From an optimization exercise on the open Yosys and OpenROAD flow, aimed at small area; shortcuts taken in it are not production practice. The RTL was checked by simulation tests, not by an equivalence proof against the original design. The flow treats the clock pin as an ideal source, which a real chip does not have. No activity file was given, so power comes from the tool's default toggle rates.

[flow/run.sh]
#!/bin/bash
# Layout flow: the standard ORFS flow (standard.sh, unchanged synthesis),
# with two settings changed:
#   - port buffers use the smallest buffer cell (every port still gets one);
#   - the clock tree is built from clkbuf_4 without dummy balancing loads.
# The make output goes to standard.log; ORFS writes each step's log under
# orfs/logs/.
set -euo pipefail
bash standard.sh \
    'BUFFER_PORTS_ARGS=-buffer_cell sky130_fd_sc_hd__buf_1' \
    'CTS_ARGS=-sink_clustering_enable -repair_clock_nets -dont_use_dummy_load -buf_list sky130_fd_sc_hd__clkbuf_4' \
    finish > standard.log 2>&1
[standard.sh]
#!/bin/bash
# synth_recipe.tcl (not shown) runs the flow's synth.tcl, then flattens the netlist and writes it again
# the make line also repeats each setting of config.mk as NAME=value (left out here)
make -C /OpenROAD-flow-scripts/flow DESIGN_CONFIG=/design/flow/config.mk WORK_HOME=/design/flow/orfs CLKGATE_MAP_FILE= SYNTH_SCRIPT=/design/flow/synth_recipe.tcl "${@:-finish}"
[config.mk]
export PLATFORM = sky130hd
export DESIGN_NAME = reg_file_mp
export DESIGN_NICKNAME = reg_file_mp
export VERILOG_FILES = /design/flow/design.v
export SDC_FILE = /design/flow/constraint.sdc
export NUM_CORES = 4
export LEC_CHECK = 0
export CAP_MARGIN = 20
export CELL_PAD_IN_SITES_DETAIL_PLACEMENT = 1
export CELL_PAD_IN_SITES_GLOBAL_PLACEMENT = 1
export CORE_MARGIN = 2
export CORE_UTILIZATION = 35
export PLACE_DENSITY = 0.5
export SLEW_MARGIN = 20
export SYNTH_HIERARCHICAL = 1
export SYNTH_MINIMUM_KEEP_SIZE = 0
[constraint.sdc]
create_clock -name core_clock -period 6.5 [get_ports {clk}]
set_input_delay 1.3000 -clock core_clock [delete_from_list [all_inputs] [get_ports {clk}]]
set_output_delay 1.3000 -clock core_clock [all_outputs]
set_load 0.01 [all_outputs]
[design.v]
package reg_file_pkg;
    localparam int DEFAULT_DATA_W      = 32;
    localparam int DEFAULT_ADDR_W      = 4;
    localparam int DEFAULT_NUM_REGS    = 2 ** DEFAULT_ADDR_W;
    localparam int DEFAULT_PC_IDX      = 15;
    localparam int DEFAULT_PC_READ_OFS = 8;
    typedef logic [DEFAULT_NUM_REGS-1:0] pend_vec_t;
endpackage
module reg_file_rd_port
#(
    parameter int DATA_W      = reg_file_pkg::DEFAULT_DATA_W,
    parameter int ADDR_W      = reg_file_pkg::DEFAULT_ADDR_W,
    localparam int NUM_REGS   = 2 ** ADDR_W
) (
    input  logic [ADDR_W-1:0]               rd_sel_i,
    input  logic [NUM_REGS-1:0][DATA_W-1:0] regFile_i,    
    input  logic [NUM_REGS-2:0]             pend_i,
    output logic [DATA_W-1:0]               rd_data_o,
    output logic                            rd_busy_o
);
    logic [NUM_REGS-1:0] hot;
    always_comb begin
        for (int i = 0; i < NUM_REGS; i++) begin
            hot[i] = (rd_sel_i == ADDR_W'(i));
        end
        rd_busy_o = 1'b0;
        for (int i = 0; i < NUM_REGS - 1; i++) begin
            rd_busy_o = rd_busy_o | (hot[i] & pend_i[i]);
        end
    end
    for (genvar b = 0; b < DATA_W; b++) begin : gBit
        logic [NUM_REGS-1:0] col;
        for (genvar r = 0; r < NUM_REGS; r++) begin : gCol
            assign col[r] = regFile_i[r][b];
        end
        reg_file_rd_bit uBit (
            .hot_i (hot),
            .d_i   (col),
            .q_o   (rd_data_o[b])
        );
    end
endmodule
module reg_file_rd_bit (
    input  logic [15:0] hot_i,
    input  logic [15:0] d_i,
    output logic        q_o
);
    logic [4:0] t;
    for (genvar g = 0; g < 5; g++) begin : gAoi
        reg_file_aoi222 uAoi (
            .a0 (hot_i[3*g]),   .b0 (d_i[3*g]),
            .a1 (hot_i[3*g+1]), .b1 (d_i[3*g+1]),
            .a2 (hot_i[3*g+2]), .b2 (d_i[3*g+2]),
            .y  (t[g])
        );
    end
    assign q_o = !(t[0] && t[1] && t[2]) || !(t[3] && t[4]) || (hot_i[15] && d_i[15]);
endmodule
module reg_file_aoi222 (
    input  logic a0, b0, a1, b1, a2, b2,
    output logic y
);
    assign y = !((a0 && b0) || (a1 && b1) || (a2 && b2));
endmodule
module reg_file_mp
#(
    parameter int DATA_W      = reg_file_pkg::DEFAULT_DATA_W,
    parameter int ADDR_W      = reg_file_pkg::DEFAULT_ADDR_W,
    parameter int PC_IDX      = reg_file_pkg::DEFAULT_PC_IDX,
    parameter int PC_READ_OFS = reg_file_pkg::DEFAULT_PC_READ_OFS
) (
    input  logic              clk,
    input  logic              reset,
    input  logic [ADDR_W-1:0] rd_sel_a,
    input  logic [ADDR_W-1:0] rd_sel_b,
    input  logic [ADDR_W-1:0] rd_sel_c,
    output logic [DATA_W-1:0] rd_data_a,
    output logic [DATA_W-1:0] rd_data_b,
    output logic [DATA_W-1:0] rd_data_c,
    output logic              rd_busy_a,
    output logic              rd_busy_b,
    output logic              rd_busy_c,
    input  logic              wr0_en,
    input  logic [ADDR_W-1:0] wr0_sel,
    input  logic [DATA_W-1:0] wr0_data,
    input  logic              wr1_en,
    input  logic [ADDR_W-1:0] wr1_sel,
    input  logic [DATA_W-1:0] wr1_data,
    input  logic              pc_en,
    input  logic [DATA_W-1:0] pc_data,
    input  logic              pend_en,
    input  logic [ADDR_W-1:0] pend_sel,
    output logic [DATA_W-1:0] pc_q,
    output logic [ADDR_W:0]   pend_count
);
    localparam int NUM_REGS = 2 ** ADDR_W;
    localparam int NPEND    = NUM_REGS - 1;
    logic [NUM_REGS-1:0][DATA_W-1:0] regFile_q, regFile_d;
    logic [NPEND-1:0]                pend_q, pend_d;
    logic [NUM_REGS-1:0]             w0, w1, s0, s1, sq;
    logic [NPEND-1:0]                ps;
    logic                            sp;
    always_comb begin
        for (int i = 0; i < NUM_REGS; i++) begin
            w0[i] = wr0_en && (wr0_sel == ADDR_W'(i));
            w1[i] = wr1_en && (wr1_sel == ADDR_W'(i));
            s1[i] = !reset && w1[i];
            s0[i] = !reset && w0[i] && !w1[i];
            sq[i] = !reset && !w0[i] && !w1[i];
        end
        sp = !reset && pc_en && !w0[PC_IDX] && !w1[PC_IDX];
        sq[PC_IDX] = !reset && !w0[PC_IDX] && !w1[PC_IDX] && !pc_en;
        for (int i = 0; i < NPEND; i++) begin
            ps[i] = pend_en && (pend_sel == ADDR_W'(i));
        end
    end
    for (genvar i = 0; i < NUM_REGS; i++) begin : gWr
        if (i == PC_IDX) begin : gPc
            reg_file_wr_pc #(.DATA_W(DATA_W)) uWr (
                .s1_i (s1[i]), .d1_i (wr1_data),
                .s0_i (s0[i]), .d0_i (wr0_data),
                .sp_i (sp),    .dp_i (pc_data),
                .sq_i (sq[i]), .q_i  (regFile_q[i]),
                .d_o  (regFile_d[i])
            );
        end else begin : gGp
            reg_file_wr #(.DATA_W(DATA_W)) uWr (
                .s1_i (s1[i]), .d1_i (wr1_data),
                .s0_i (s0[i]), .d0_i (wr0_data),
                .sq_i (sq[i]), .q_i  (regFile_q[i]),
                .d_o  (regFile_d[i])
            );
        end
    end
    always_comb begin
        for (int i = 0; i < NPEND; i++) begin
            pend_d[i] = !reset && (ps[i] || (pend_q[i] && !w1[i]));
        end
    end
    always_ff @(posedge clk) begin
        regFile_q <= regFile_d;
        pend_q    <= pend_d;
    end
    assign pc_q = regFile_q[PC_IDX];
    reg_file_popcount uCount (
        .bits_i  (pend_q),
        .count_o (pend_count)
    );
    logic [NUM_REGS-1:0][DATA_W-1:0] rdView;
    assign rdView[NUM_REGS-2:0] = regFile_q[NUM_REGS-2:0];
    reg_file_pc_ofs #(.DATA_W(DATA_W), .OFS(PC_READ_OFS)) uPcOfs (
        .pc_i (regFile_q[PC_IDX]),
        .pc_o (rdView[PC_IDX])
    );
    logic [2:0][ADDR_W-1:0] rdSel;
    logic [2:0][DATA_W-1:0] rdData;
    logic [2:0]             rdBusy;
    assign rdSel = {rd_sel_c, rd_sel_b, rd_sel_a};
    for (genvar p = 0; p < 3; p++) begin : gRdPort
        reg_file_rd_port #(
            .DATA_W (DATA_W),
            .ADDR_W (ADDR_W)
        ) uRdPort (
            .rd_sel_i  (rdSel[p]),
            .regFile_i (rdView),
            .pend_i    (pend_q),
            .rd_data_o (rdData[p]),
            .rd_busy_o (rdBusy[p])
        );
    end
    assign rd_data_a = rdData[0];
    assign rd_data_b = rdData[1];
    assign rd_data_c = rdData[2];
    assign rd_busy_a = rdBusy[0];
    assign rd_busy_b = rdBusy[1];
    assign rd_busy_c = rdBusy[2];
endmodule
module reg_file_wr #(parameter int DATA_W = 32) (
    input  logic              s1_i,
    input  logic [DATA_W-1:0] d1_i,
    input  logic              s0_i,
    input  logic [DATA_W-1:0] d0_i,
    input  logic              sq_i,
    input  logic [DATA_W-1:0] q_i,
    output logic [DATA_W-1:0] d_o
);
    assign d_o = ({DATA_W{s1_i}} & d1_i) | ({DATA_W{s0_i}} & d0_i) | ({DATA_W{sq_i}} & q_i);
endmodule
module reg_file_wr_pc #(parameter int DATA_W = 32) (
    input  logic              s1_i,
    input  logic [DATA_W-1:0] d1_i,
    input  logic              s0_i,
    input  logic [DATA_W-1:0] d0_i,
    input  logic              sp_i,
    input  logic [DATA_W-1:0] dp_i,
    input  logic              sq_i,
    input  logic [DATA_W-1:0] q_i,
    output logic [DATA_W-1:0] d_o
);
    assign d_o = ({DATA_W{s1_i}} & d1_i) | ({DATA_W{s0_i}} & d0_i)
               | ({DATA_W{sp_i}} & dp_i) | ({DATA_W{sq_i}} & q_i);
endmodule
module reg_file_pc_ofs #(parameter int DATA_W = 32, parameter int OFS = 8) (
    input  logic [DATA_W-1:0] pc_i,
    output logic [DATA_W-1:0] pc_o
);
    if (OFS == 8) begin : gInc
        localparam int LO = 3;
        localparam int NB = (DATA_W - LO + 3) / 4;
        logic [NB:0]     cy;
        logic [NB*4-1:0] hi, sum;
        assign hi = (NB*4)'(pc_i[DATA_W-1:LO]);
        assign cy[0] = 1'b1;
        for (genvar b = 0; b < NB; b++) begin : gBlk
            reg_file_inc4 uInc (
                .a_i (hi[4*b +: 4]),
                .c_i (cy[b]),
                .s_o (sum[4*b +: 4]),
                .c_o (cy[b+1])
            );
        end
        assign pc_o = {sum[DATA_W-LO-1:0], pc_i[LO-1:0]};
    end else begin : gAdd
        assign pc_o = pc_i + DATA_W'(OFS);
    end
endmodule
module reg_file_inc4 (
    input  logic [3:0] a_i,
    input  logic       c_i,
    output logic [3:0] s_o,
    output logic       c_o
);
    assign s_o[0] = a_i[0] ^ c_i;
    assign s_o[1] = a_i[1] ^ (c_i & a_i[0]);
    assign s_o[2] = a_i[2] ^ (c_i & a_i[0] & a_i[1]);
    assign s_o[3] = a_i[3] ^ (c_i & a_i[0] & a_i[1] & a_i[2]);
    assign c_o    = c_i & (&a_i);
endmodule
module reg_file_popcount (
    input  logic [14:0] bits_i,
    output logic [4:0]  count_o
);
    logic [4:0] s1, c1;
    logic       sa, ca, sb, cb, e0, e1, f0, f1, g1, h1;
    for (genvar i = 0; i < 5; i++) begin : gL1
        reg_file_fa uFa (.a(bits_i[3*i]), .b(bits_i[3*i+1]), .c(bits_i[3*i+2]), .s(s1[i]), .co(c1[i]));
    end
    reg_file_fa uFa2 (.a(s1[0]), .b(s1[1]), .c(s1[2]), .s(sa), .co(ca));
    reg_file_fa uFa3 (.a(s1[3]), .b(s1[4]), .c(sa),    .s(sb), .co(cb));
    reg_file_fa uFa4 (.a(c1[0]), .b(c1[1]), .c(c1[2]), .s(e0), .co(e1));
    reg_file_fa uFa5 (.a(c1[3]), .b(c1[4]), .c(ca),    .s(f0), .co(f1));
    reg_file_fa uFa6 (.a(e0),    .b(f0),    .c(cb),    .s(g1), .co(h1));
    logic s4, c4;
    reg_file_fa uFa7 (.a(e1),    .b(f1),    .c(h1),    .s(s4), .co(c4));
    assign count_o = {1'b0, c4, s4, g1, sb};
endmodule
module reg_file_fa (
    input  logic a, b, c,
    output logic s, co
);
    assign s  = a ^ b ^ c;
    assign co = (a & b) | (a & c) | (b & c);
endmodule
==> report_table.html, run 1 <==
<table>
<tr><th>Metric</th><th>Value</th></tr>
<tr><th colspan="2">Status</th></tr>
<tr><td>Run status</td><td>timing/DRC/antenna clean</td></tr>
<tr><th colspan="2">Worst setup path</th></tr>
<tr><td>Family with the most delay on the worst path</td><td>simple AND/OR/NAND/NOR gates</td></tr>
<tr><td>Data required time at the worst endpoint</td><td>5200 ps</td></tr>
<tr><td>Critical path peak fanout</td><td>4</td></tr>
<tr><td>Cell-by-cell listing of the critical path</td><td>nand3_1, nor2_1, nand3_1, nor2_4, nand3_1, nor2_2, nand3_1, nor2_1, nand3_1, nor2_1, nand3_1, nor2_1, ha_1, ha_1, ha_1, xor2_4, nand2_1, nand4_1, buf_1</td></tr>
<tr><td>Arrival time of data at the critical path endpoint</td><td>5020 ps</td></tr>
<tr><td>Crit path largest cell delay</td><td>390 ps</td></tr>
<tr><td>Total number of cells along the worst setup path</td><td>19</td></tr>
<tr><td>Worst-path cell with the longest stage delay</td><td>sky130_fd_sc_hd__dfxtp_1</td></tr>
<tr><td>Critical Setup Path Class</td><td>reg -&gt; out</td></tr>
<tr><td>Cell depth of the worst flop-to-flop path</td><td>2</td></tr>
<tr><td>Crit path buffers/inverters</td><td>1</td></tr>
<tr><td>Capturing element type of the critical path</td><td>primary output</td></tr>
<tr><td>Most used cell along the critical path</td><td>sky130_fd_sc_hd__nand3_1</td></tr>
<tr><td>Startpoint type of the worst setup path</td><td>flip-flop</td></tr>
<tr><th colspan="2">Floorplan</th></tr>
<tr><td>Core footprint</td><td>0.07772 sq mm</td></tr>
<tr><td>Die area</td><td>0.08111 sq mm</td></tr>
<tr><td>Row count</td><td>just over 100</td></tr>
<tr><td>Effective utilization at floorplan</td><td>between 30% and 40%</td></tr>
<tr><td>I/O pin total</td><td>262</td></tr>
<tr><td>Floorplan die height</td><td>284.8 microns</td></tr>
<tr><td>Die W</td><td>284.8 microns</td></tr>
<tr><th colspan="2">Pwr</th></tr>
<tr><td>Power density over the cells</td><td>216.6 mW/mm^2</td></tr>
<tr><td>Static power due to leakage</td><td>0.01368 uW</td></tr>
<tr><td>Share of power burned in combinational logic</td><td>between 10% and 20%</td></tr>
<tr><td>Net Sw Frac</td><td>32.57%</td></tr>
<tr><td>Sequential share of power</td><td>50.1%</td></tr>
<tr><td>Clock Power Share</td><td>36.9%</td></tr>
<tr><td>Power dissipated by switching net loads</td><td>2231 uW</td></tr>
<tr><td>Cell Int Power</td><td>4618 uW</td></tr>
<tr><td>Max rail drop VDD</td><td>0.1242 mV</td></tr>
<tr><th colspan="2">Drt</th></tr>
<tr><td>Router iterations before antenna repair</td><td>14</td></tr>
<tr><td>Average vias per placed instance</td><td>7.983</td></tr>
<tr><td>Routed length per instance</td><td>41.50 microns</td></tr>
<tr><td>DRC violations left</td><td>0</td></tr>
<tr><td>Wirelength, routed</td><td>177.9 mm</td></tr>
<tr><td>Via total after detailed routing</td><td>34214</td></tr>
<tr><td>Initial detailed-routing violation count</td><td>10216</td></tr>
<tr><td>Number of nets with antenna violations after routing</td><td>0</td></tr>
<tr><th colspan="2">STA</th></tr>
<tr><td>Final slew viol count</td><td>0</td></tr>
<tr><td>Final number of setup-violating endpoints</td><td>0</td></tr>
<tr><td>Worst Clk Skew</td><td>0 ps</td></tr>
<tr><td>Setup repair after global routing missed its margin</td><td>false</td></tr>
<tr><td>Post-route minimum period</td><td>6321 ps</td></tr>
<tr><td>Fin crit share</td><td>97.24%</td></tr>
<tr><td>Headroom to the max-slew limit</td><td>25.76%</td></tr>
<tr><td>F_max</td><td>between 0.15 and 0.2 GHz</td></tr>
<tr><td>Hold violation count in the final report</td><td>0</td></tr>
<tr><td>Final-layout setup total negative slack</td><td>0 ps</td></tr>
<tr><td>Worst-margin pin slew</td><td>1114 ps</td></tr>
<tr><th colspan="2">Finish</th></tr>
<tr><td>Layout area overhead</td><td>14.60%</td></tr>
<tr><td>Post-route design area</td><td>0.03163 sq mm</td></tr>
<tr><td>Filler instances</td><td>~9000</td></tr>
<tr><td>Fin util</td><td>40.69%</td></tr>
<tr><td>FF+latch area</td><td>0.01055 sq mm</td></tr>
<tr><td>Fin nets</td><td>roughly 3400</td></tr>
<tr><td>Share of cells above drive strength 1</td><td>12.25%</td></tr>
<tr><td>Area taken by multi-input logic gates</td><td>0.01460 sq mm</td></tr>
<tr><th colspan="2">CTS</th></tr>
<tr><td>CTS Root Buffer Type</td><td>sky130_fd_sc_hd__clkbuf_4</td></tr>
<tr><td>CTS max path bufs</td><td>3</td></tr>
<tr><td>Post-cts resize count</td><td>1</td></tr>
<tr><td>Total of hold buffers inserted after clock tree synthesis</td><td>0</td></tr>
<tr><td>Total clock buffers created by CTS</td><td>159</td></tr>
<tr><td>Clock transition at path regs</td><td>60 ps</td></tr>
<tr><td>CTS tree</td><td>done</td></tr>
<tr><td>Maximum level of the CTS H-tree</td><td>4</td></tr>
<tr><td>CTS sink count</td><td>527</td></tr>
<tr><td>Post-CTS setup-driven buffer insertion count</td><td>0</td></tr>
<tr><td>Clock latency on the worst-skew pair</td><td>slightly below 1000 ps</td></tr>
<tr><th colspan="2">GRT</th></tr>
<tr><td>Via count of the first global-routing pass</td><td>33467</td></tr>
<tr><td>GRT Residual Overflow</td><td>0</td></tr>
<tr><td>Number of antenna violations at the first check in global routing</td><td>4</td></tr>
<tr><td>First-pass GRT wire length</td><td>between 200 and 250 mm</td></tr>
<tr><td>Global-route met1 utilization</td><td>53.82%</td></tr>
<tr><td>GRT Max-Usage Layer</td><td>met2</td></tr>
<tr><td>Routing usage on met3</td><td>14.83%</td></tr>
<tr><td>Met2 Resource Use GR</td><td>60.92%</td></tr>
<tr><td>Pin count of the biggest net entering global routing</td><td>45</td></tr>
<tr><td>Global routing usage summed across all routing layers</td><td>a little over two fifths</td></tr>
<tr><th colspan="2">Min path</th></tr>
<tr><td>Worst hold path type</td><td>in -&gt; reg</td></tr>
<tr><td>WHS Path Cells</td><td>3</td></tr>
<tr><th colspan="2">Synth</th></tr>
<tr><td>Synthesized area per cell</td><td>about 9.6 sq um</td></tr>
<tr><td>Yosys synthesis warning count</td><td>8</td></tr>
<tr><td>Post-synthesis instance area</td><td>0.02760 sq mm</td></tr>
<tr><td>Gate Count Post-Synth</td><td>2875</td></tr>
<tr><th colspan="2">Job</th></tr>
<tr><td>Number of max-cap violations</td><td>0</td></tr>
<tr><th colspan="2">Placement</th></tr>
<tr><td>RD Place Congestion</td><td>slightly below 0.9</td></tr>
<tr><td>Total of buffers placed on input and output ports</td><td>260</td></tr>
<tr><td>Dpl hpwl</td><td>103.4 mm</td></tr>
<tr><td>Area after detailed placement</td><td>0.03039 sq mm</td></tr>
</table>
## worst paths after layout
check | startpoint | to | slack (ps)
worst max-delay path | regFile_q[483]$_DFF_P_ | rd_data_a[30] | 180
worst min-delay path | pc_data[22] | regFile_q[502]$_DFF_P_ | 480
worst max register to register | pend_q[6]$_DFF_P_ | pend_q[6]$_DFF_P_ | 5540
worst min register to register | regFile_q[344]$_DFF_P_ | regFile_q[344]$_DFF_P_ | 530
## layout make-up
type / count / share of cell area, %
multi-input combinational: 1676 / 46.15
inverter: 497 / 5.899
tap: 1040 / 4.115
antenna: 5 / 0.03956
clock buffer: 159 / 3.774
timing repair buffer: 382 / 6.658
sequential: 527 / 33.36
## cells in the final DEF, fill, tap and decap left out, types with 17 or more instances in the layout
cell                         n
sky130_fd_sc_hd__nand4_1    99
sky130_fd_sc_hd__buf_4     105
sky130_fd_sc_hd__dfxtp_1   527
sky130_fd_sc_hd__buf_1     259
sky130_fd_sc_hd__and3_1     96
sky130_fd_sc_hd__a22oi_1    64
sky130_fd_sc_hd__inv_1     497
sky130_fd_sc_hd__nor2_4     48
sky130_fd_sc_hd__nand2b_1   20
sky130_fd_sc_hd__a222oi_1  960
sky130_fd_sc_hd__buf_12     17
sky130_fd_sc_hd__nor3_2     49
sky130_fd_sc_hd__nand2_1   153
sky130_fd_sc_hd__ha_1       22
sky130_fd_sc_hd__nor2_1     33
sky130_fd_sc_hd__clkbuf_4  159
## registers in the layout, summed over array words and instances, names as in the netlist
| register | flops |
|---|---|
| pend_q | 15 |
| regFile_q | 512 |
## per-layer routing
| metal | up-vias | wire length [microns] | share of wire [%] |
|---|---|---|---|
| li1 | 13290 | - | - |
| met1 | 17014 | 66150 | 37 |
| met2 | 3261 | 74560 | 42 |
| met3 | 647 | 27770 | 16 |
| met4 | 2 | 9330 | 5.2 |
| met5 | - | 57 | 0.032 |
## per-stage QoR
step / hold slack [ps] / cells / total power [uW] / worst slack [ps]
floorplan: 476.0 / 2876 / 3817 / 720.1
detailed placement: 508.8 / 4122 / 4334 / 936.8
finish: 477.5 / 4286 / 6850 / 179.5
global route: 442.1 / 4284 / 7069 / 60.72
global placement: 487.5 / 4122 / 4307 / 978.8
CTS: 387.9 / 4281 / 6839 / 0.03375
## power groups by stage
| stage | Clock [uW] | Combinational (uW) | Sequential (uW) |
|---|---|---|---|
| after floorplan | 0 | 352 | 3470 |
| after global placement | 0 | 824 | 3480 |
| after detailed placement | 0 | 844 | 3490 |
| after CTS | 2570 | 845 | 3420 |
| after global routing | 2730 | 905 | 3440 |
| final | 2530 | 894 | 3430 |
## worst reg2reg max path, delay by kind of cell (launching register included)
kind / cells / cell delay, ps
buf+inv: 1 / 80
flops: 1 / 490
compound gates: 1 / 290
==> run 2, diff against run 1 <==
==> flow/run.sh (replaced) <==
#!/bin/bash
# Layout flow: the standard ORFS flow (standard.sh, unchanged synthesis),
# with three changes:
#   - port buffers use the smallest buffer cell (every port still gets one);
#   - the clock tree is built from clkbuf_4 without dummy balancing loads;
#   - after clock-tree synthesis, gates driving a single input pin are set
#     back to drive strength 1 (flow/downsize.tcl); the global-route repair
#     steps size them up again where needed.
# The make output goes to standard.log; ORFS writes each step's log under
# orfs/logs/.
set -euo pipefail
bash standard.sh \
    'BUFFER_PORTS_ARGS=-buffer_cell sky130_fd_sc_hd__buf_1' \
    'CTS_ARGS=-sink_clustering_enable -repair_clock_nets -dont_use_dummy_load -buf_list sky130_fd_sc_hd__clkbuf_4' \
    "POST_CTS_TCL=$(pwd)/flow/downsize.tcl" \
    finish > standard.log 2>&1
==> flow/downsize.tcl (new file) <==
# Gates whose output drives a single input pin go back to drive strength 1;
# the later repair steps (global-route repair_design and repair_timing) size
# them up again where slew, capacitance or timing need it.
set ds_count 0
foreach inst [[ord::get_db_block] getInsts] {
  set mname [[$inst getMaster] getName]
  if {![regexp {^sky130_fd_sc_hd__([a-z0-9]+)_([0-9]+)$} $mname -> fn drive]} { continue }
  if {$drive <= 1} { continue }
  if {[regexp {^(buf|clkbuf|clkinv|clkdly|dly|df|edf|sdf|sedf|dl|tap|fill|decap|conb|diode)} $fn]} { continue }
  set loads 0
  set ok 1
  foreach it [$inst getITerms] {
    if {![$it isOutputSignal]} { continue }
    set net [$it getNet]
    if {$net eq "NULL"} { set ok 0; break }
    if {[$net getSigType] ne "SIGNAL"} { set ok 0; break }
    if {[llength [$net getBTerms]] > 0} { set ok 0; break }
    foreach lt [$net getITerms] { if {[$lt isInputSignal]} { incr loads } }
  }
  if {!$ok || $loads != 1} { continue }
  set target [get_lib_cells -quiet */sky130_fd_sc_hd__${fn}_1]
  if {[llength $target] == 0} { continue }
  replace_cell [get_cells [$inst getName]] [lindex $target 0]
  incr ds_count
}
puts "downsize: $ds_count gates set to drive strength 1"
==> run 2 against run 1 <==
Compared with the run above: still clean; critical path depth did not move; register-to-register slack barely moved; power fell by 0.14%; sequential power barely moved; routed wire length barely moved; area after synthesis did not move; hold slack got worse by 11 ps; via count fell by 0.27%; largest cell class unchanged; highest routed layer unchanged.
==> report_table.html, run 2 <==
<table>
<tr><th>Metric</th><th>Value</th></tr>
<tr><th colspan="2">Status</th></tr>
<tr><td>Run status</td><td>timing/DRC/antenna clean</td></tr>
<tr><th colspan="2">Finish</th></tr>
<tr><td>Regs by FF count</td><td>regFile_q x512, pend_q x15</td></tr>
<tr><td>Leading cell type in the layout, fill and taps excluded</td><td>sky130_fd_sc_hd__a222oi_1</td></tr>
<tr><td>Flip-flop count of the largest register after layout</td><td>between 500 and 600</td></tr>
<tr><td>Top library cells by usage in the layout, fill and taps aside</td><td>sky130_fd_sc_hd__a222oi_1 (960), sky130_fd_sc_hd__dfxtp_1 (527), sky130_fd_sc_hd__inv_1 (497)</td></tr>
<tr><td>Share of cells above drive strength 1</td><td>10.49%</td></tr>
<tr><td>Register containing the most flip-flops in the final layout</td><td>regFile_q</td></tr>
<tr><td>Layout area overhead</td><td>13.48%</td></tr>
<tr><td>Fin nets</td><td>roughly 3400</td></tr>
<tr><td>Final instance count without filler cells</td><td>4286</td></tr>
<tr><th colspan="2">Worst setup path</th></tr>
<tr><td>Capturing element type of the critical path</td><td>primary output</td></tr>
<tr><td>Critical path peak fanout</td><td>4</td></tr>
<tr><td>Reg-to-reg startpoint</td><td>pend_q[6]$_DFF_P_</td></tr>
<tr><td>Crit Reg-Reg Endpoint</td><td>pend_q[6]$_DFF_P_</td></tr>
<tr><td>Register-to-register path setup slack</td><td>5540 ps</td></tr>
<tr><td>Crit path buffers/inverters</td><td>1</td></tr>
<tr><td>First element of the critical path</td><td>regFile_q[483]$_DFF_P_</td></tr>
<tr><td>Family with the most delay on the worst path</td><td>simple AND/OR/NAND/NOR gates</td></tr>
<tr><td>Cell-by-cell listing of the critical path</td><td>nand3_1, nor2_1, nand3_1, nor2_4, nand3_1, nor2_1, nand3_1, nor2_1, nand3_1, nor2_1, nand3_1, nor2_1, ha_1, ha_1, ha_1, xor2_4, nand2_1, nand4_1, buf_1</td></tr>
<tr><td>Data required time at the worst endpoint</td><td>5200 ps</td></tr>
<tr><td>Critical Setup Path Class</td><td>reg -&gt; out</td></tr>
<tr><td>Most used cell along the critical path</td><td>sky130_fd_sc_hd__nand3_1</td></tr>
<tr><td>Startpoint type of the worst setup path</td><td>flip-flop</td></tr>
<tr><td>Arrival time of data at the critical path endpoint</td><td>5040 ps</td></tr>
<tr><td>Cell depth of the worst flop-to-flop path</td><td>2</td></tr>
<tr><td>Worst-path cell with the longest stage delay</td><td>sky130_fd_sc_hd__dfxtp_1</td></tr>
<tr><td>Crit path largest cell delay</td><td>390 ps</td></tr>
<tr><th colspan="2">Floorplan</th></tr>
<tr><td>Die W</td><td>284.8 microns</td></tr>
<tr><td>Row count</td><td>~100</td></tr>
<tr><td>I/O pin total</td><td>approximately 260</td></tr>
<tr><td>Floorplan die height</td><td>284.8 microns</td></tr>
<tr><td>Effective utilization at floorplan</td><td>roughly 36%</td></tr>
<tr><td>Die area</td><td>approximately 0.081 sq mm</td></tr>
<tr><td>Core footprint</td><td>0.07772 sq mm</td></tr>
<tr><th colspan="2">Placement</th></tr>
<tr><td>Total of buffers placed on input and output ports</td><td>260</td></tr>
<tr><td>RD Place Congestion</td><td>0.8865</td></tr>
<tr><td>Number of cells after detailed placement</td><td>4122</td></tr>
<tr><td>Dpl hpwl</td><td>around 100 mm</td></tr>
<tr><th colspan="2">Drt</th></tr>
<tr><td>Initial detailed-routing violation count</td><td>9850</td></tr>
<tr><td>DRC violations left</td><td>0</td></tr>
<tr><td>Number of nets with antenna violations after routing</td><td>0</td></tr>
<tr><td>Routed length per instance</td><td>41.53 microns</td></tr>
<tr><td>Highest layer used for signal routing</td><td>met5</td></tr>
<tr><td>Routed wire length on met2</td><td>74.90 mm</td></tr>
<tr><td>Total met3 wirelength after detailed routing</td><td>27.43 mm</td></tr>
<tr><td>Router iterations before antenna repair</td><td>15</td></tr>
<tr><td>M1 wire length</td><td>about 67 mm</td></tr>
<tr><td>Wirelength, routed</td><td>178.0 mm</td></tr>
<tr><td>Via total after detailed routing</td><td>between 30000 and 40000</td></tr>
<tr><td>Average vias per placed instance</td><td>7.961</td></tr>
<tr><th colspan="2">Synth</th></tr>
<tr><td>Gate Count Post-Synth</td><td>approximately 2900</td></tr>
<tr><td>Synthesized area per cell</td><td>9.598 sq um</td></tr>
<tr><td>Post-synthesis instance area</td><td>about 0.028 sq mm</td></tr>
<tr><td>Yosys synthesis warning count</td><td>8</td></tr>
<tr><th colspan="2">Min path</th></tr>
<tr><td>Worst hold path type</td><td>in -&gt; reg</td></tr>
<tr><td>Worst Hold Launch</td><td>pc_data[22]</td></tr>
<tr><td>Terminating pin of the worst hold path</td><td>regFile_q[502]$_DFF_P_</td></tr>
<tr><td>WHS Path Cells</td><td>3</td></tr>
<tr><th colspan="2">GRT</th></tr>
<tr><td>Number of antenna violations at the first check in global routing</td><td>4</td></tr>
<tr><td>Via count of the first global-routing pass</td><td>33451</td></tr>
<tr><td>GRT Residual Overflow</td><td>0</td></tr>
<tr><td>Global routing usage summed across all routing layers</td><td>between 40% and 50%</td></tr>
<tr><td>First-pass GRT wire length</td><td>246.8 mm</td></tr>
<tr><td>Pin count of the biggest net entering global routing</td><td>45</td></tr>
<tr><th colspan="2">STA</th></tr>
<tr><td>Final number of setup-violating endpoints</td><td>0</td></tr>
<tr><td>Final-layout setup total negative slack</td><td>0 ps</td></tr>
<tr><td>Headroom to the max-slew limit</td><td>26.54%</td></tr>
<tr><td>Worst Clk Skew</td><td>0 ps</td></tr>
<tr><td>Final slew viol count</td><td>0</td></tr>
<tr><td>Fin crit share</td><td>between 90% and 100%</td></tr>
<tr><td>Post-route minimum period</td><td>6339 ps</td></tr>
<tr><td>F_max</td><td>between 0.15 and 0.2 GHz</td></tr>
<tr><td>Hold violation count in the final report</td><td>0</td></tr>
<tr><td>Worst-margin pin slew</td><td>1102 ps</td></tr>
<tr><th colspan="2">Pwr</th></tr>
<tr><td>Power density over the cells</td><td>218.4 mW/mm^2</td></tr>
<tr><td>Static power due to leakage</td><td>0.01365 uW</td></tr>
<tr><td>Max rail drop VDD</td><td>0.1255 mV</td></tr>
<tr><th colspan="2">CTS</th></tr>
<tr><td>CTS sink count</td><td>between 500 and 600</td></tr>
<tr><td>Clock latency on the worst-skew pair</td><td>~1000 ps</td></tr>
<tr><td>Clock transition at path regs</td><td>60 ps</td></tr>
<tr><td>CTS tree</td><td>done</td></tr>
<tr><th colspan="2">Job</th></tr>
<tr><td>Number of max-cap violations</td><td>0</td></tr>
</table>
run 2: power by group:
part           switching [uW]  internal (uW)  leakage [uW]  total, uW
clock                    1430           1100      0.000732       2530
sequential                107           3320       0.00427       3430
combinational             691            192       0.00865        882
total                    2230           4610        0.0136       6840
run 2: worst register-to-register path: cells and delay by family (launching register included):
family / cells / cell delay [ps]
flip-flops: 1 / 500
AO/OA/AOI/OAI: 1 / 290
buffers and inverters: 1 / 80
run 2: worst max-delay path by stage:
stage / depth (start not counted) / slack [ps] / end
finish: 19 / 160 / rd_data_a[30]
global route: 19 / -10 / rd_data_b[30]
detailed placement: 19 / 940 / rd_data_b[30]
global placement: 19 / 980 / rd_data_c[30]
floorplan: 5 / 720 / rd_data_a[0]
run 2: metrics by stage:
step           hold slack [ps]  total power [uW]  utilization, %  instance area, sq um  worst slack, ps
3_3_place_gp             487.5              4307           39.10                 30390            978.8
5_1_grt                  437.0              7056           40.28                 31310           -11.03
2_1_floorplan            476.0              3817               -                 27600            720.1
3_5_place_dp             508.8              4334           39.10                 30390            936.8
6_report                 466.0              6840           40.29                 31310            160.7
run 2: layout make-up:
| type | instances | area, sq um |
|---|---|---|
| Fill cell | 9010 | 46410 |
| Tap cell | 1040 | 1301 |
| Multi-Input combinational cell | 1676 | 14290 |
| Inverter | 497 | 1866 |
| Clock buffer | 159 | 1194 |
| Antenna cell | 5 | 12.51 |
| Sequential cell | 527 | 10550 |
| Timing Repair Buffer | 382 | 2106 |
run 2: routing by layer:
layer  up-vias  GRT usage (%)
li1      13283              -
met1     16997          53.86
met2      3263          61.03
met3       576          14.69
met4         2          21.29
met5         -              0
==> run 3, diff against run 2 <==
--- a/design.v
+++ b/design.v
@@ -207,17 +207,21 @@
     if (OFS == 8) begin : gInc
         localparam int LO = 3;
         localparam int NB = (DATA_W - LO + 3) / 4;
-        logic [NB:0]     cy;
+        logic [NB-1:0]   cy, ones;
         logic [NB*4-1:0] hi, sum;
         assign hi = (NB*4)'(pc_i[DATA_W-1:LO]);
-        assign cy[0] = 1'b1;
         for (genvar b = 0; b < NB; b++) begin : gBlk
             reg_file_inc4 uInc (
                 .a_i (hi[4*b +: 4]),
                 .c_i (cy[b]),
                 .s_o (sum[4*b +: 4]),
-                .c_o (cy[b+1])
+                .p_o (ones[b])
             );
+            if (b == 0) begin : gC0
+                assign cy[b] = 1'b1;
+            end else begin : gCn
+                assign cy[b] = &ones[b-1:0];
+            end
         end
         assign pc_o = {sum[DATA_W-LO-1:0], pc_i[LO-1:0]};
     end else begin : gAdd
@@ -228,13 +232,13 @@
     input  logic [3:0] a_i,
     input  logic       c_i,
     output logic [3:0] s_o,
-    output logic       c_o
+    output logic       p_o
 );
     assign s_o[0] = a_i[0] ^ c_i;
     assign s_o[1] = a_i[1] ^ (c_i & a_i[0]);
     assign s_o[2] = a_i[2] ^ (c_i & a_i[0] & a_i[1]);
     assign s_o[3] = a_i[3] ^ (c_i & a_i[0] & a_i[1] & a_i[2]);
-    assign c_o    = c_i & (&a_i);
+    assign p_o    = &a_i;
 endmodule
 module reg_file_popcount (
     input  logic [14:0] bits_i,
==> flow/run.sh (replaced) <==
#!/bin/bash
# Layout flow: the standard ORFS flow (standard.sh, unchanged synthesis),
# with three changes:
#   - port buffers use the smallest buffer cell (every port still gets one);
#   - the clock tree is built from clkbuf_4 in clusters of up to 8
#     flip-flops within 60 um, without dummy balancing loads;
#   - after clock-tree synthesis, gates driving a single input pin are set
#     back to drive strength 1 (flow/downsize.tcl); the global-route repair
#     steps size them up again where needed.
# The make output goes to standard.log; ORFS writes each step's log under
# orfs/logs/.
set -euo pipefail
bash standard.sh \
    'BUFFER_PORTS_ARGS=-buffer_cell sky130_fd_sc_hd__buf_1' \
    'CTS_ARGS=-sink_clustering_enable -repair_clock_nets -dont_use_dummy_load -buf_list sky130_fd_sc_hd__clkbuf_4 -sink_clustering_size 8 -sink_clustering_max_diameter 60' \
    "POST_CTS_TCL=$(pwd)/flow/downsize.tcl" \
    finish > standard.log 2>&1
==> run 3 against run 2 <==
Compared with the run above: combinational power about the same; clock skew unchanged; critical path depth decreased by 9; non-clock buffer count decreased by 11; cell area decreased by 2.1%; largest cell class unchanged; routed wire length increased by 1.3%.
==> report_table.html, run 3 <==
<table>
<tr><th>Metric</th><th>Value</th></tr>
<tr><th colspan="2">Status</th></tr>
<tr><td>Run status</td><td>timing/DRC/antenna clean</td></tr>
<tr><th colspan="2">Worst setup path</th></tr>
<tr><td>Arrival time of data at the critical path endpoint</td><td>4240 ps</td></tr>
<tr><td>Startpoint type of the worst setup path</td><td>flip-flop</td></tr>
<tr><td>Critical Setup Path Class</td><td>reg -&gt; out</td></tr>
<tr><td>First element of the critical path</td><td>regFile_q[486]$_DFF_P_</td></tr>
<tr><td>Capturing element type of the critical path</td><td>primary output</td></tr>
<tr><td>Critical path peak fanout</td><td>4</td></tr>
<tr><td>Data required time at the worst endpoint</td><td>5200 ps</td></tr>
<tr><td>Reg-to-reg startpoint</td><td>pend_q[12]$_DFF_P_</td></tr>
<tr><td>Cell depth of the worst flop-to-flop path</td><td>2</td></tr>
<tr><th colspan="2">Placement</th></tr>
<tr><td>Total of buffers placed on input and output ports</td><td>260</td></tr>
<tr><td>Setup WS pre-CTS</td><td>approximately 1200 ps</td></tr>
<tr><td>Dpl hpwl</td><td>slightly above 100 mm</td></tr>
<tr><td>Number of cells after detailed placement</td><td>4112</td></tr>
<tr><td>RD Place Congestion</td><td>around 0.91</td></tr>
<tr><th colspan="2">GRT</th></tr>
<tr><td>GRT Max-Usage Layer</td><td>met2</td></tr>
<tr><td>GRT Residual Overflow</td><td>0</td></tr>
<tr><td>Global routing usage summed across all routing layers</td><td>between 40 and 50%</td></tr>
<tr><td>Number of antenna violations at the first check in global routing</td><td>10</td></tr>
<tr><td>Pin count of the biggest net entering global routing</td><td>45</td></tr>
<tr><td>Met2 Resource Use GR</td><td>about three fifths</td></tr>
<tr><td>First-pass GRT wire length</td><td>248.1 mm</td></tr>
<tr><td>Routing usage on met3</td><td>between 10% and 20%</td></tr>
<tr><td>Via count of the first global-routing pass</td><td>32777</td></tr>
<tr><td>Global-route met1 utilization</td><td>55.76%</td></tr>
<tr><th colspan="2">Synth</th></tr>
<tr><td>Synthesized area per cell</td><td>9.632 sq um</td></tr>
<tr><td>Gate Count Post-Synth</td><td>2867</td></tr>
<tr><td>Yosys synthesis warning count</td><td>8</td></tr>
<tr><td>Post-synthesis instance area</td><td>0.02761 sq mm</td></tr>
<tr><th colspan="2">Finish</th></tr>
<tr><td>Filler instances</td><td>9036</td></tr>
<tr><td>Regs by FF count</td><td>regFile_q x512, pend_q x15</td></tr>
<tr><td>Fin nets</td><td>3301</td></tr>
<tr><td>Flip-flop count of the largest register after layout</td><td>~510</td></tr>
<tr><td>Share of cells above drive strength 1</td><td>7.866%</td></tr>
<tr><td>Fin util</td><td>39.04%</td></tr>
<tr><td>Register containing the most flip-flops in the final layout</td><td>regFile_q</td></tr>
<tr><td>Top library cells by usage in the layout, fill and taps aside</td><td>sky130_fd_sc_hd__a222oi_1 (960), sky130_fd_sc_hd__dfxtp_1 (527), sky130_fd_sc_hd__inv_1 (497)</td></tr>
<tr><td>Leading cell type in the layout, fill and taps excluded</td><td>sky130_fd_sc_hd__a222oi_1</td></tr>
<tr><td>Layout area overhead</td><td>10.97%</td></tr>
<tr><td>Final instance count without filler cells</td><td>approximately 4200</td></tr>
<tr><th colspan="2">STA</th></tr>
<tr><td>Headroom to the max-slew limit</td><td>between 20% and 30%</td></tr>
<tr><td>F_max</td><td>roughly 0.18 GHz</td></tr>
<tr><td>Worst Clk Skew</td><td>0 ps</td></tr>
<tr><td>Worst-margin pin slew</td><td>1119 ps</td></tr>
<tr><td>Post-route minimum period</td><td>5544 ps</td></tr>
<tr><td>Final-layout setup total negative slack</td><td>0 ps</td></tr>
<tr><td>Final slew viol count</td><td>0</td></tr>
<tr><td>Setup repair after global routing missed its margin</td><td>false</td></tr>
<tr><td>Fin worst setup slack</td><td>~960 ps</td></tr>
<tr><td>Fin crit share</td><td>85.29%</td></tr>
<tr><td>Final number of setup-violating endpoints</td><td>0</td></tr>
<tr><td>Hold violation count in the final report</td><td>0</td></tr>
<tr><th colspan="2">Drt</th></tr>
<tr><td>Number of nets with antenna violations after routing</td><td>0</td></tr>
<tr><td>Routed length per instance</td><td>42.99 microns</td></tr>
<tr><td>Wirelength, routed</td><td>180.2 mm</td></tr>
<tr><td>Average vias per placed instance</td><td>8.081</td></tr>
<tr><td>Initial detailed-routing violation count</td><td>10291</td></tr>
<tr><td>DRC violations left</td><td>0</td></tr>
<tr><td>Via total after detailed routing</td><td>33885</td></tr>
<tr><td>Router iterations before antenna repair</td><td>17</td></tr>
<tr><th colspan="2">Floorplan</th></tr>
<tr><td>Die W</td><td>284.9 microns</td></tr>
<tr><td>Effective utilization at floorplan</td><td>about a third</td></tr>
<tr><td>I/O pin total</td><td>around 260</td></tr>
<tr><td>Die area</td><td>0.08116 sq mm</td></tr>
<tr><td>Floorplan die height</td><td>~280 microns</td></tr>
<tr><td>Row count</td><td>approximately 100</td></tr>
<tr><td>Core footprint</td><td>0.07848 sq mm</td></tr>
<tr><th colspan="2">Min path</th></tr>
<tr><td>Worst hold path type</td><td>reg -&gt; reg</td></tr>
<tr><td>Worst Hold Launch</td><td>regFile_q[147]$_DFF_P_</td></tr>
<tr><td>WHS Path Cells</td><td>2</td></tr>
<tr><th colspan="2">Pwr</th></tr>
<tr><td>Power density over the cells</td><td>201.2 mW/mm^2</td></tr>
<tr><td>Static power due to leakage</td><td>0.01325 uW</td></tr>
<tr><td>Max rail drop VDD</td><td>0.1072 mV</td></tr>
<tr><th colspan="2">CTS</th></tr>
<tr><td>CTS sink count</td><td>527</td></tr>
<tr><td>Clock latency on the worst-skew pair</td><td>820 ps</td></tr>
<tr><td>Clock transition at path regs</td><td>around 100 ps</td></tr>
<tr><td>CTS tree</td><td>done</td></tr>
<tr><th colspan="2">Job</th></tr>
<tr><td>Number of max-cap violations</td><td>0</td></tr>
</table>
## run 3: changes by cell type in the layout (fill, tap and decap cells not counted), sizes merged
cell	before	now
and2	0	2
and4	0	9
buf	381	370
clkbuf	160	79
conb	3	2
and3	96	98
nor2	82	75
nand2	156	149
diode	5	3
nand3	11	4
## run 3: path summary, 6_finish.rpt
| path | to | slack [ps] |
|---|---|---|
| worst max-delay path | rd_data_c[30] | 960 |
| worst min-delay path | regFile_q[147]$_DFF_P_ | 540 |
| worst max register to register | pend_q[12]$_DFF_P_ | 5530 |
| worst min register to register | regFile_q[147]$_DFF_P_ | 540 |
## run 3: cell type report
cell class                      count  area [sq um]  area share (%)
Antenna cell                        3         7.507         0.02450
Tap cell                         1050          1314           4.287
Inverter                          497          1866           6.088
Clock buffer                       78         585.6           1.911
Multi-Input combinational cell   1667         14280           46.61
Sequential cell                   527         10550           34.43
Timing Repair Buffer              371          2036           6.644
## run 3: worst max-delay path: stages (launching register included)
cell and delay [ps]:
sky130_fd_sc_hd__dfxtp_1 420, sky130_fd_sc_hd__and4_1 650, sky130_fd_sc_hd__and4_4 490, sky130_fd_sc_hd__and3_1 190, sky130_fd_sc_hd__ha_1 140, sky130_fd_sc_hd__ha_1 140
sky130_fd_sc_hd__ha_1 150, sky130_fd_sc_hd__xor2_1 530, sky130_fd_sc_hd__nand2_1 110, sky130_fd_sc_hd__nand4_1 280, sky130_fd_sc_hd__buf_1 210
## run 3: through the flow
step / instance area (sq um) / power [uW] / hold WS (ps)
finish: 30640 / 6165 / 535.2
global route: 30640 / 6326 / 548.0
detailed placement: 30340 / 4333 / 506.3
global placement: 30340 / 4310 / 487.8
floorplan: 27610 / 3816 / 476.0
## run 3: power breakdown
part | switching [uW] | internal, uW
Clock | 1310 | 548
Sequential | 107 | 3320
Combinational | 693 | 188
Total | 2110 | 4050
## run 3: layer usage
layer / vias to the layer above / wire length [microns] / part of all wire, %
li1: 13066 / - / -
met1: 16885 / 66700 / 37
met2: 3228 / 73550 / 41
met3: 694 / 28470 / 16
met4: 12 / 11460 / 6.4
met5: - / 73 / 0.040
==> run 4, diff against run 3 <==
==> flow/run.sh (replaced) <==
#!/bin/bash
# Layout flow: the standard ORFS flow (standard.sh, unchanged synthesis),
# with three changes:
#   - port buffers use the smallest buffer cell (every port still gets one);
#   - the clock tree is built from clkbuf_4 in clusters of up to 8
#     flip-flops within 50 um, without dummy balancing loads;
#   - after clock-tree synthesis, gates driving a single input pin are set
#     back to drive strength 1 (flow/downsize.tcl); the global-route repair
#     steps size them up again where needed.
# The make output goes to standard.log; ORFS writes each step's log under
# orfs/logs/.
set -euo pipefail
bash standard.sh \
    'BUFFER_PORTS_ARGS=-buffer_cell sky130_fd_sc_hd__buf_1' \
    'CTS_ARGS=-sink_clustering_enable -repair_clock_nets -dont_use_dummy_load -buf_list sky130_fd_sc_hd__clkbuf_4 -sink_clustering_size 8 -sink_clustering_max_diameter 50' \
    "POST_CTS_TCL=$(pwd)/flow/downsize.tcl" \
    finish > standard.log 2>&1
==> run 4 against run 3 <==
Compared with the run above: global-route usage hardly changed; flip-flop and latch count unchanged; count of clock-buffer cells in the layout grew 13; critical endpoint unchanged; largest cell class unchanged.
==> report_table.html, run 4 <==
<table>
<tr><th>Metric</th><th>Value</th></tr>
<tr><th colspan="2">Status</th></tr>
<tr><td>Run status</td><td>timing/DRC/antenna clean</td></tr>
<tr><th colspan="2">Placement</th></tr>
<tr><td>Dpl hpwl</td><td>103.9 mm</td></tr>
<tr><td>RD Place Congestion</td><td>0.9082</td></tr>
<tr><td>Area after detailed placement</td><td>0.03034 sq mm</td></tr>
<tr><td>Number of cells after detailed placement</td><td>4112</td></tr>
<tr><td>Total of buffers placed on input and output ports</td><td>260</td></tr>
<tr><th colspan="2">STA</th></tr>
<tr><td>Post-route minimum period</td><td>~5500 ps</td></tr>
<tr><td>Worst-margin pin slew</td><td>1139 ps</td></tr>
<tr><td>Headroom to the max-slew limit</td><td>between 20% and 30%</td></tr>
<tr><td>Worst hold slack</td><td>535.2 ps</td></tr>
<tr><td>Hold violation count in the final report</td><td>0</td></tr>
<tr><td>F_max</td><td>0.1804 GHz</td></tr>
<tr><td>Setup repair after global routing missed its margin</td><td>false</td></tr>
<tr><td>Final slew viol count</td><td>0</td></tr>
<tr><td>Final-layout setup total negative slack</td><td>0 ps</td></tr>
<tr><td>Final number of setup-violating endpoints</td><td>0</td></tr>
<tr><td>Fin crit share</td><td>~85%</td></tr>
<tr><td>Worst Clk Skew</td><td>0 ps</td></tr>
<tr><th colspan="2">CTS</th></tr>
<tr><td>Clock latency on the worst-skew pair</td><td>860 ps</td></tr>
<tr><td>CTS sink count</td><td>527</td></tr>
<tr><td>CTS tree</td><td>done</td></tr>
<tr><td>Clock transition at path regs</td><td>90 ps</td></tr>
<tr><th colspan="2">Worst setup path</th></tr>
<tr><td>Arrival time of data at the critical path endpoint</td><td>between 4000 and 5000 ps</td></tr>
<tr><td>Startpoint type of the worst setup path</td><td>flip-flop</td></tr>
<tr><td>Critical path peak fanout</td><td>5</td></tr>
<tr><td>Cell depth of the worst flop-to-flop path</td><td>2</td></tr>
<tr><td>Cell-by-cell listing of the critical path</td><td>and4_1, and4_4, and3_1, ha_1, ha_1, ha_1, xor2_1, nand2_1, nand4_1, buf_1</td></tr>
<tr><td>Capturing element type of the critical path</td><td>primary output</td></tr>
<tr><td>Critical Setup Path Class</td><td>reg -&gt; out</td></tr>
<tr><td>Data required time at the worst endpoint</td><td>5200 ps</td></tr>
<tr><td>Crit path largest cell delay</td><td>680 ps</td></tr>
<tr><td>Most used cell along the critical path</td><td>sky130_fd_sc_hd__ha_1</td></tr>
<tr><td>Register-to-register path setup slack</td><td>5540 ps</td></tr>
<tr><td>Worst-path cell with the longest stage delay</td><td>sky130_fd_sc_hd__and4_1</td></tr>
<tr><th colspan="2">Drt</th></tr>
<tr><td>Wirelength, routed</td><td>180.5 mm</td></tr>
<tr><td>Routed length per instance</td><td>42.86 microns</td></tr>
<tr><td>DRC violations left</td><td>0</td></tr>
<tr><td>Average vias per placed instance</td><td>8.078</td></tr>
<tr><td>Router iterations before antenna repair</td><td>15</td></tr>
<tr><td>Initial detailed-routing violation count</td><td>9676</td></tr>
<tr><td>Via total after detailed routing</td><td>34018</td></tr>
<tr><td>Number of nets with antenna violations after routing</td><td>0</td></tr>
<tr><th colspan="2">GRT</th></tr>
<tr><td>Pin count of the biggest net entering global routing</td><td>45</td></tr>
<tr><td>Via count of the first global-routing pass</td><td>32800</td></tr>
<tr><td>Global routing usage summed across all routing layers</td><td>about 42%</td></tr>
<tr><td>GRT Max-Usage Layer</td><td>met2</td></tr>
<tr><td>Routing usage on met3</td><td>13.20%</td></tr>
<tr><td>Global-route met1 utilization</td><td>55.54%</td></tr>
<tr><td>Number of antenna violations at the first check in global routing</td><td>10</td></tr>
<tr><td>GRT Residual Overflow</td><td>0</td></tr>
<tr><td>Met2 Resource Use GR</td><td>60.04%</td></tr>
<tr><td>First-pass GRT wire length</td><td>248.0 mm</td></tr>
<tr><th colspan="2">Pwr</th></tr>
<tr><td>Power density over the cells</td><td>202.6 mW/mm^2</td></tr>
<tr><td>Static power due to leakage</td><td>0.01331 uW</td></tr>
<tr><td>Max rail drop VDD</td><td>~0.13 mV</td></tr>
<tr><td>Overall power consumption</td><td>6231 uW</td></tr>
<tr><th colspan="2">Synth</th></tr>
<tr><td>Post-synthesis instance area</td><td>0.02761 sq mm</td></tr>
<tr><td>Gate Count Post-Synth</td><td>between 2000 and 3000</td></tr>
<tr><td>Yosys synthesis warning count</td><td>8</td></tr>
<tr><td>Synthesized area per cell</td><td>roughly 9.6 sq um</td></tr>
<tr><th colspan="2">Finish</th></tr>
<tr><td>Fin nets</td><td>3314</td></tr>
<tr><td>Regs by FF count</td><td>regFile_q x512, pend_q x15</td></tr>
<tr><td>Leading cell type in the layout, fill and taps excluded</td><td>sky130_fd_sc_hd__a222oi_1</td></tr>
<tr><td>Final instance count without filler cells</td><td>4211</td></tr>
<tr><td>Flip-flop count of the largest register after layout</td><td>512</td></tr>
<tr><td>Area taken by multi-input logic gates</td><td>0.01428 sq mm</td></tr>
<tr><td>Top library cells by usage in the layout, fill and taps aside</td><td>sky130_fd_sc_hd__a222oi_1 (960), sky130_fd_sc_hd__dfxtp_1 (527), sky130_fd_sc_hd__inv_1 (497)</td></tr>
<tr><td>Share of cells above drive strength 1</td><td>8.246%</td></tr>
<tr><td>FF+latch area</td><td>0.01055 sq mm</td></tr>
<tr><td>Layout area overhead</td><td>11.36%</td></tr>
<tr><td>Filler instances</td><td>9059</td></tr>
<tr><td>Post-route design area</td><td>slightly above 0.03 sq mm</td></tr>
<tr><td>Register containing the most flip-flops in the final layout</td><td>regFile_q</td></tr>
<tr><th colspan="2">Floorplan</th></tr>
<tr><td>Effective utilization at floorplan</td><td>35.18%</td></tr>
<tr><td>Die area</td><td>0.08116 sq mm</td></tr>
<tr><td>Core footprint</td><td>0.07848 sq mm</td></tr>
<tr><td>Row count</td><td>103</td></tr>
<tr><td>Die W</td><td>284.9 microns</td></tr>
<tr><td>I/O pin total</td><td>262</td></tr>
<tr><td>Floorplan die height</td><td>284.9 microns</td></tr>
<tr><th colspan="2">Min path</th></tr>
<tr><td>WHS Path Cells</td><td>2</td></tr>
<tr><td>Worst hold path type</td><td>reg -&gt; reg</td></tr>
<tr><th colspan="2">Job</th></tr>
<tr><td>Number of max-cap violations</td><td>0</td></tr>
</table>
## run 4: cell type report
cell class	instances	share of cell area (%)
clock buffer	91	2.221
timing repair buffer	371	6.620
inverter	497	6.066
tap	1050	4.272
antenna	8	0.06510
multi-input combinational	1667	46.45
sequential	527	34.31
## run 4: worst max-delay path: cells and delay by family (launching register included)
| kind | cells | cell delay [ps] |
|---|---|---|
| xor gates and xnor gates | 1 | 530 |
| adders and majority gates | 3 | 430 |
| buffers and inverters | 1 | 210 |
| DFF | 1 | 410 |
| and+or+nand+nor | 5 | 1780 |
## run 4: path summary, 6_finish.rpt
kind | startpoint | to
worst max-delay path | regFile_q[486]$_DFF_P_ | rd_data_c[30]
worst min-delay path | regFile_q[336]$_DFF_P_ | regFile_q[336]$_DFF_P_
worst max register to register | pend_q[12]$_DFF_P_ | pend_q[12]$_DFF_P_
worst min register to register | regFile_q[336]$_DFF_P_ | regFile_q[336]$_DFF_P_
## run 4: power by group
part	total [uW]	internal, uW	switching [uW]
clock network	1930	636	1290
logic	882	188	694
registers	3420	3320	107
total	6230	4140	2090
## run 4: metal layers
metal | share of wire [%] | wire [microns]
met1 | 37 | 67320
met2 | 41 | 73680
met3 | 15 | 27780
met4 | 6.4 | 11640
met5 | 0.045 | 82
## run 4: through the flow
step / worst slack (ps) / utilization [%]
floorplan: 720.1 / -
global placement: 1249 / 38.66
detailed placement: 1156 / 38.66
global route: 853.0 / 39.18
finish: 957.4 / 39.18

==> separate check: timing with driven ports <==
The results above use ideal ports. As a check the final layouts listed here were re-extracted and re-timed, cells and wires unchanged.
Step 1 (the two cells are an assumption about what drives the block):
set clk [get_ports {clk}]
set_driving_cell -lib_cell sky130_fd_sc_hd__clkbuf_16 $clk
set_driving_cell -lib_cell sky130_fd_sc_hd__buf_2 [delete_from_list [all_inputs] $clk]
Step 2 also shifts input and output timing later by t, the mid clock arrival at the registers, as if the neighbouring blocks saw the same clock.
a / b / c = ideal ports / drivers / drivers and shift; a / b = the first two.
run	shift t [ns]	setup WS [ns]	hold slack, ns	pins driven straight from the clock port
run 1	1.072	0.179 / 0.108 / 0.982	0.477 / 0.473 / 0.528	1
run 2	1.079	0.161 / 0.090 / 1.123	0.466 / 0.464 / 0.527	1
run 3	0.957	0.956 / 0.894 / 1.045	0.535 / 0.535 / 0.535	1
run 4	0.972	0.957 / 0.897 / 1.035	0.535 / 0.522 / 0.535	1
After both steps every run listed still meets setup and hold.
